This design comes from an exercise in tuning for a short achievable clock period and few clock cycles on the open sky130 flow, not from production work.

==> v29: inputs <==
==> flow/design.v (excerpt) <==
module MipsCore (
    input  logic        clk,
    input  logic        arstN,
    input  logic [31:0] instr,
    input  logic [31:0] dmemRData,
    output logic [31:0] pc,
    output logic [31:0] dmemAddr,
    output logic [31:0] dmemWData,
    output logic [3:0]  dmemByteEn,
    output logic        dmemWe,
    output logic        dmemRe
);
export LEC_CHECK = 0
export ABC_CLOCK_PERIOD_IN_PS = 5000
export CAP_MARGIN = 30
export CELL_PAD_IN_SITES_DETAIL_PLACEMENT = 1
export CELL_PAD_IN_SITES_GLOBAL_PLACEMENT = 2
export CORE_MARGIN = 2
export CORE_UTILIZATION = 55
export SETUP_SLACK_MARGIN = 5
export SLEW_MARGIN = 30
create_clock -name core_clock -period 22.0 [get_ports {clk}]
standard.sh (not shown) runs the stock make flow with config.mk's settings and CLKGATE_MAP_FILE= SYNTH_SCRIPT=/design/flow/synth_recipe.tcl, a recipe that flattens the netlist after the stock synthesis.
==> flow/flow/run.sh <==
#!/bin/bash
# Standard synthesis, then the standard layout steps with:
#  - a larger setup margin for ORFS's timing repair, so it optimises toward
#    a ~6 ns period (the SDC - clock period, IO delays - is the standard flow's, unchanged);
#  - the IO port buffers made as buf_4 cells instead of the delay cell
#    buffer_ports picks by default (every port still gets its buffer).
set -uo pipefail
MARGIN=${MARGIN:-16}
bash standard.sh synth > synth.log 2>&1 || { tail -50 synth.log; exit 1; }
bash standard.sh finish SETUP_SLACK_MARGIN=$MARGIN \
  "BUFFER_PORTS_ARGS=-buffer_cell sky130_fd_sc_hd__buf_4" > layout.log 2>&1 || { tail -50 layout.log; exit 1; }
==> v19: changes against v29 <==
--- a/flow/design.v
+++ b/flow/design.v
@@ -1049,20 +1049,19 @@
     output logic [31:0] dmemWData,
     output logic [3:0]  dmemByteEn,
     output logic        dmemWe,
     output logic        dmemRe
 );
-    localparam int NB  = 8;
-    localparam int NBW = 3;
+    localparam int NB  = 16;
+    localparam int NBW = 4;
     localparam int MROWS = 6;
     localparam int HW  = 7;
-    localparam int NR  = 8;
-    localparam int NRW = 3;
+    localparam int NR  = 16;
+    localparam int NRW = 4;
     logic [31:0] pcF;
     logic        vD;
     logic [31:0] irD, pcD, pc4D;
-    logic [31:0] rsOHD, rtOHD;    
     logic        ptD;            
     logic [31:0] pnD;            
     logic        hitD;
     logic [NBW-1:0] hitIdxD;
     logic        vE;
@@ -1131,11 +1130,11 @@
         pc4F    = pcF + 32'd4;
         if (!ptF)                  npF = pc4F;
         else if (retF && rasTopV)  npF = rasTop;
         else                       npF = tgtF;
     end
-    assign pc = pcOut;
+    assign pc = pcF;
     logic [5:0]  op, fn;
     logic [4:0]  rs, rt, rd, sh;
     logic [15:0] imm;
     assign op  = irD[31:26];
     assign rs  = irD[25:21];
@@ -1196,47 +1195,32 @@
     end
     logic        lt;
     logic [31:0] A, B, valE;
     logic [31:0] rsD, rtD;
     always_comb begin
-        rsD = '0;
-        rtD = '0;
-        for (int i = 1; i < 32; i++) begin
-            if (rsOHD[i] && rfV[i]) rsD = rsD | rf[i];
-            if (rtOHD[i] && rfV[i]) rtD = rtD | rf[i];
-        end
+        rsD = rfV[rs] ? rf[rs] : 32'd0;
+        rtD = rfV[rt] ? rf[rt] : 32'd0;
         if (wEnW && wDstW == rs) rsD = wValW;
         if (wEnW && wDstW == rt) rtD = wValW;
     end
     logic eWr;
     logic hazD;
     assign eWr  = vE && wrE;
     logic baseFwd;
     assign baseFwd = eWr && opAddE && (dstE == rs);
-    assign hazD = vD && eWr && (((isLoad || isStore) && (dstE == rs) && !opAddE) ||
-                                (isStore && ldE && (dstE == rt)));
+    assign hazD = vD && eWr && (isLoad || isStore) && (dstE == rs) && !opAddE;
     logic sdFwd;
-    assign sdFwd = eWr && !ldE && (dstE == rt);
+    assign sdFwd = eWr && (dstE == rt);
     logic [31:0] immS, immZ, addrD;
     logic [3:0]  beD;
     logic [31:0] wdataD;
     assign immS  = {{16{imm[15]}}, imm};
     assign immZ  = {16'd0, imm};
-    logic [31:0] agu00, agu10, agu01, agu11, aguFwd;
-    Add3 uAgu00 (.x(aE),    .y(bE),    .z(immS), .s(agu00));
-    Add3 uAgu10 (.x(wValW), .y(bE),    .z(immS), .s(agu10));
-    Add3 uAgu01 (.x(aE),    .y(wValW), .z(immS), .s(agu01));
-    Add3 uAgu11 (.x(wValW), .y(wValW), .z(immS), .s(agu11));
-    always_comb begin
-        case ({fwdAE, fwdBE})
-            2'b00:   aguFwd = agu00;
-            2'b10:   aguFwd = agu10;
-            2'b01:   aguFwd = agu01;
-            default: aguFwd = agu11;
-        endcase
-    end
-    assign addrD = baseFwd ? aguFwd : (rsD + immS);
+    logic [31:0] csS, csC;
+    assign csS   = A ^ B ^ immS;
+    assign csC   = {(A[30:0] & B[30:0]) | (A[30:0] & immS[30:0]) | (B[30:0] & immS[30:0]), 1'b0};
+    assign addrD = baseFwd ? (csS + csC) : (rsD + immS);
     always_comb begin
         if (isSb) begin
             beD    = 4'b1000 >> addrD[1:0];
             wdataD = {4{rtD[7:0]}};
         end else if (isSh) begin
@@ -1270,29 +1254,11 @@
     logic [MROWS*32-1:0] mrowsD;
     MulStage0 uMul0 (.a(A), .b(B), .rows(mrowsD));
     MulStage1 uMul1 (.rows(mrowsE), .p(prodE));
     assign sum  = A + B;
     assign diff = A - B;
-    logic eq00, eq10, eq01, lt00, lt10, lt01, zA, zW, neA, neW;
-    assign eq00 = (aE == bE);
-    assign eq10 = (wValW == bE);
-    assign eq01 = (aE == wValW);
-    assign lt00 = ($signed(aE) < $signed(bE));
-    assign lt10 = ($signed(wValW) < $signed(bE));
-    assign lt01 = ($signed(aE) < $signed(wValW));
-    assign zA   = (aE == 32'd0);
-    assign zW   = (wValW == 32'd0);
-    assign neA  = (aE != pnE);
-    assign neW  = (wValW != pnE);
-    always_comb begin
-        case ({fwdAE, fwdBE})
-            2'b00:   lt = lt00;
-            2'b10:   lt = lt10;
-            2'b01:   lt = lt01;
-            default: lt = 1'b0;
-        endcase
-    end
+    assign lt   = (A[31] != B[31]) ? A[31] : diff[31];
     assign shl  = B << shE;
     assign shr  = B >> shE;
     always_comb begin
         resE = '0;
         if (opAddE) resE = resE | sum;
@@ -1306,26 +1272,21 @@
         if (opMulE) resE = resE | prodE;
     end
     logic eq, zero, takenE, mispE;
     logic [31:0] redirE;
     always_comb begin
-        case ({fwdAE, fwdBE})
-            2'b00:   eq = eq00;
-            2'b10:   eq = eq10;
-            2'b01:   eq = eq01;
-            default: eq = 1'b1;
-        endcase
-        zero = fwdAE ? zW : zA;
+        eq   = (A == B);
+        zero = (A == 32'd0);
         case (condE)
             3'd0:    takenE = eq;
             3'd1:    takenE = !eq;
             3'd2:    takenE = A[31] || zero;
             3'd3:    takenE = !A[31] && !zero;
             3'd4:    takenE = A[31];
             default: takenE = !A[31];
         endcase
-        mispE  = vE && ((isCondE && (takenE != ptE)) || (isJrE && (fwdAE ? neW : neA)));
+        mispE  = vE && ((isCondE && (takenE != ptE)) || (isJrE && (A != pnE)));
         redirE = isCondE ? (takenE ? btE : pc4E) : A;
     end
     logic mulHold;
     assign mulHold = vE && opMulE && !mphE;
     logic [31:0] ldValE;
@@ -1344,37 +1305,31 @@
         else if (lwidE == 2'd1) ldValE = {{16{lh[15]}}, lh};
         else                    ldValE = {{24{lb[7]}}, lb};
     end
     logic advD;      
     assign advD = !mispE && !mulHold && !hazD;
-    logic [31:0] pcNext;
-    always_comb begin
-        if (mispE)                 pcNext = redirE;
-        else if (mulHold || hazD)  pcNext = pcF;
-        else if (redirD)           pcNext = tgtD;
-        else                       pcNext = npF;
-    end
     always_ff @(posedge clk or negedge arstN) begin
         if (!arstN) begin
             pcF <= 32'd0;
             vD  <= 1'b0;
         end else begin
-            pcF <= pcNext;
-            if (mispE)                     vD <= 1'b0;
-            else if (mulHold || hazD)      vD <= vD;
-            else                           vD <= !redirD;
+            if (mispE) begin
+                pcF <= redirE;
+                vD  <= 1'b0;
+            end else if (mulHold || hazD) begin
+            end else if (redirD) begin
+                pcF <= tgtD;
+                vD  <= 1'b0;
+            end else begin
+                pcF <= npF;
+                vD  <= 1'b1;
+            end
         end
     end
-    logic [31:0] pcOut;
-    always_ff @(posedge clk) begin
-        pcOut <= arstN ? pcNext : 32'd0;
-    end
     always_ff @(posedge clk) begin
         if (!mulHold && !hazD) begin
             irD     <= instr;
-            rsOHD   <= 32'd1 << instr[25:21];
-            rtOHD   <= 32'd1 << instr[20:16];
             pcD     <= pcF;
             pc4D    <= pc4F;
             ptD     <= ptF;
             pnD     <= npF;
             hitD    <= hitF;
@@ -1382,26 +1337,25 @@
         end
     end
     always_ff @(posedge clk or negedge arstN) begin
         if (!arstN) begin
             vE   <= 1'b0;
+            reE  <= 1'b0;
             weE  <= 1'b0;
             mphE <= 1'b0;
         end else begin
-            weE  <= vD && advD && isStore;
             if (mulHold) begin
                 mphE <= 1'b1;
             end else begin
                 mphE <= 1'b0;
                 vE   <= vD && advD;
+                reE  <= vD && advD && isLoad;
+                weE  <= vD && advD && isStore;
             end
         end
     end
     always_ff @(posedge clk) begin
-        reE <= vD && advD && isLoad;
-    end
-    always_ff @(posedge clk) begin
         mrowsE  <= mrowsD;
         aE      <= isJal ? pc4D : rsD;
         if (isAddi || isSlti)     bE <= immS;
         else if (isOri || isXori) bE <= immZ;
         else if (isJal)           bE <= 32'd0;
@@ -1422,13 +1376,13 @@
         pcE     <= pcD;
         hitE    <= hitD;
         hitIdxE <= hitIdxD;
         addrE   <= {addrD[31:2], 2'b00};
         if (!sdFwd)     wdataE <= wdataD;
-        else if (isSb)  wdataE <= {4{resE[7:0]}};
-        else if (isSh)  wdataE <= {2{resE[15:0]}};
-        else            wdataE <= resE;
+        else if (isSb)  wdataE <= {4{valE[7:0]}};
+        else if (isSh)  wdataE <= {2{valE[15:0]}};
+        else            wdataE <= valE;
         beE     <= beD;
         lselE   <= addrD[1:0];
         lwidE   <= isLw ? 2'd0 : (isLh ? 2'd1 : 2'd2);
     end
     always_ff @(posedge clk) begin
@@ -1551,20 +1505,9 @@
                 rasPtr <= rasPtr - 1'b1;
             end
         end
     end
     always_ff @(posedge clk) begin
-        if (isJal) ras[rasPtr + 1'b1] <= pc4D;
+        if (vD && advD && isJal) ras[rasPtr + 1'b1] <= pc4D;
     end
 endmodule
-module Add3 (
-    input  logic [31:0] x,
-    input  logic [31:0] y,
-    input  logic [31:0] z,
-    output logic [31:0] s
-);
-    logic [31:0] cs, cc;
-    assign cs = x ^ y ^ z;
-    assign cc = {(x[30:0] & y[30:0]) | (x[30:0] & z[30:0]) | (y[30:0] & z[30:0]), 1'b0};
-    assign s  = cs + cc;
-endmodule
 `default_nettype wire
==> flow/run.sh (new file) <==
#!/bin/bash
# synth_recipe.tcl (not shown) runs the flow's synth.tcl, then flattens the netlist and writes it again
# the make line also repeats each setting of config.mk as NAME=value (left out here)
make -C /OpenROAD-flow-scripts/flow DESIGN_CONFIG=/design/flow/config.mk WORK_HOME=/design/flow/orfs CLKGATE_MAP_FILE= SYNTH_SCRIPT=/design/flow/synth_recipe.tcl finish
- CORE_UTILIZATION: 55 -> 40
removed: flow/flow/run.sh
removed: flow/standard.sh
==> comparison table <==
Run status: v19 timing/DRC/antenna clean; v29 timing/DRC/antenna clean
Non-clock buffering overhead in the final layout: v19 0.02866; v29 0.02908
Sw Ratio: v19 0.3456; v29 0.3781
Die outline height: v19 681.0 µm; v29 535.7 µm
Slowest cell delay on critical path: v19 740 ps; v29 870 ps
Critical Path End: v19 pcF[4]; v29 pcOut[7]
Max Fanout on Critical Path: v19 80; v29 43
Routed wire length: v19 772600 µm; v29 792500 µm
Post-CTS setup buffer count: v19 0; v29 6
Final worst clock skew: v19 98.33 ps; v29 124.5 ps
Routed via count: v19 122400; v29 134000
Share of synthesized registers carrying an async set or reset: v19 0.02950; v29 0.03081
Wirelength per Cell: v19 39.32 µm; v29 45.65 µm
Cell area after placement: v19 195100 µm²; v29 163300 µm²
Post-synthesis to final-layout area growth: v19 14.11%; v29 12.43%
Number of clock sinks: v19 3796; v29 2986
CTS-repair resized insts: v19 0; v29 86
Function was not checked in any run of this note: the RTL went through the layout flow alone.

separate check: timing with driven ports:
No port has a modelled driver above. Below, the same layouts with a new extraction and two added sets of constraints.
Step 1 (the two cells are an assumption about what drives the block):
set clk [get_ports {clk}]
set_driving_cell -lib_cell sky130_fd_sc_hd__clkbuf_16 $clk
set_driving_cell -lib_cell sky130_fd_sc_hd__buf_2 [delete_from_list [all_inputs] $clk]
Step 2, shift: input delay + t, output delay - t, t = (earliest + latest rising clock arrival at the registers) / 2. This alone moves slack from input paths to output paths.
Three values: ideal ports, drivers, drivers and shift; two values: the first two.
run	shift t [ns]	slack for setup (ns)	worst slew at a driven data input, ns
v29	1.147	15.723 / 15.723 / 15.241	0.15
v19	1.115	13.850 / 13.850 / 13.850	0.08
After both steps every run listed still meets setup and hold. The setup slack of v29, which loses most, moves by 0.000 ns with the drivers and by -0.482 ns with both steps.
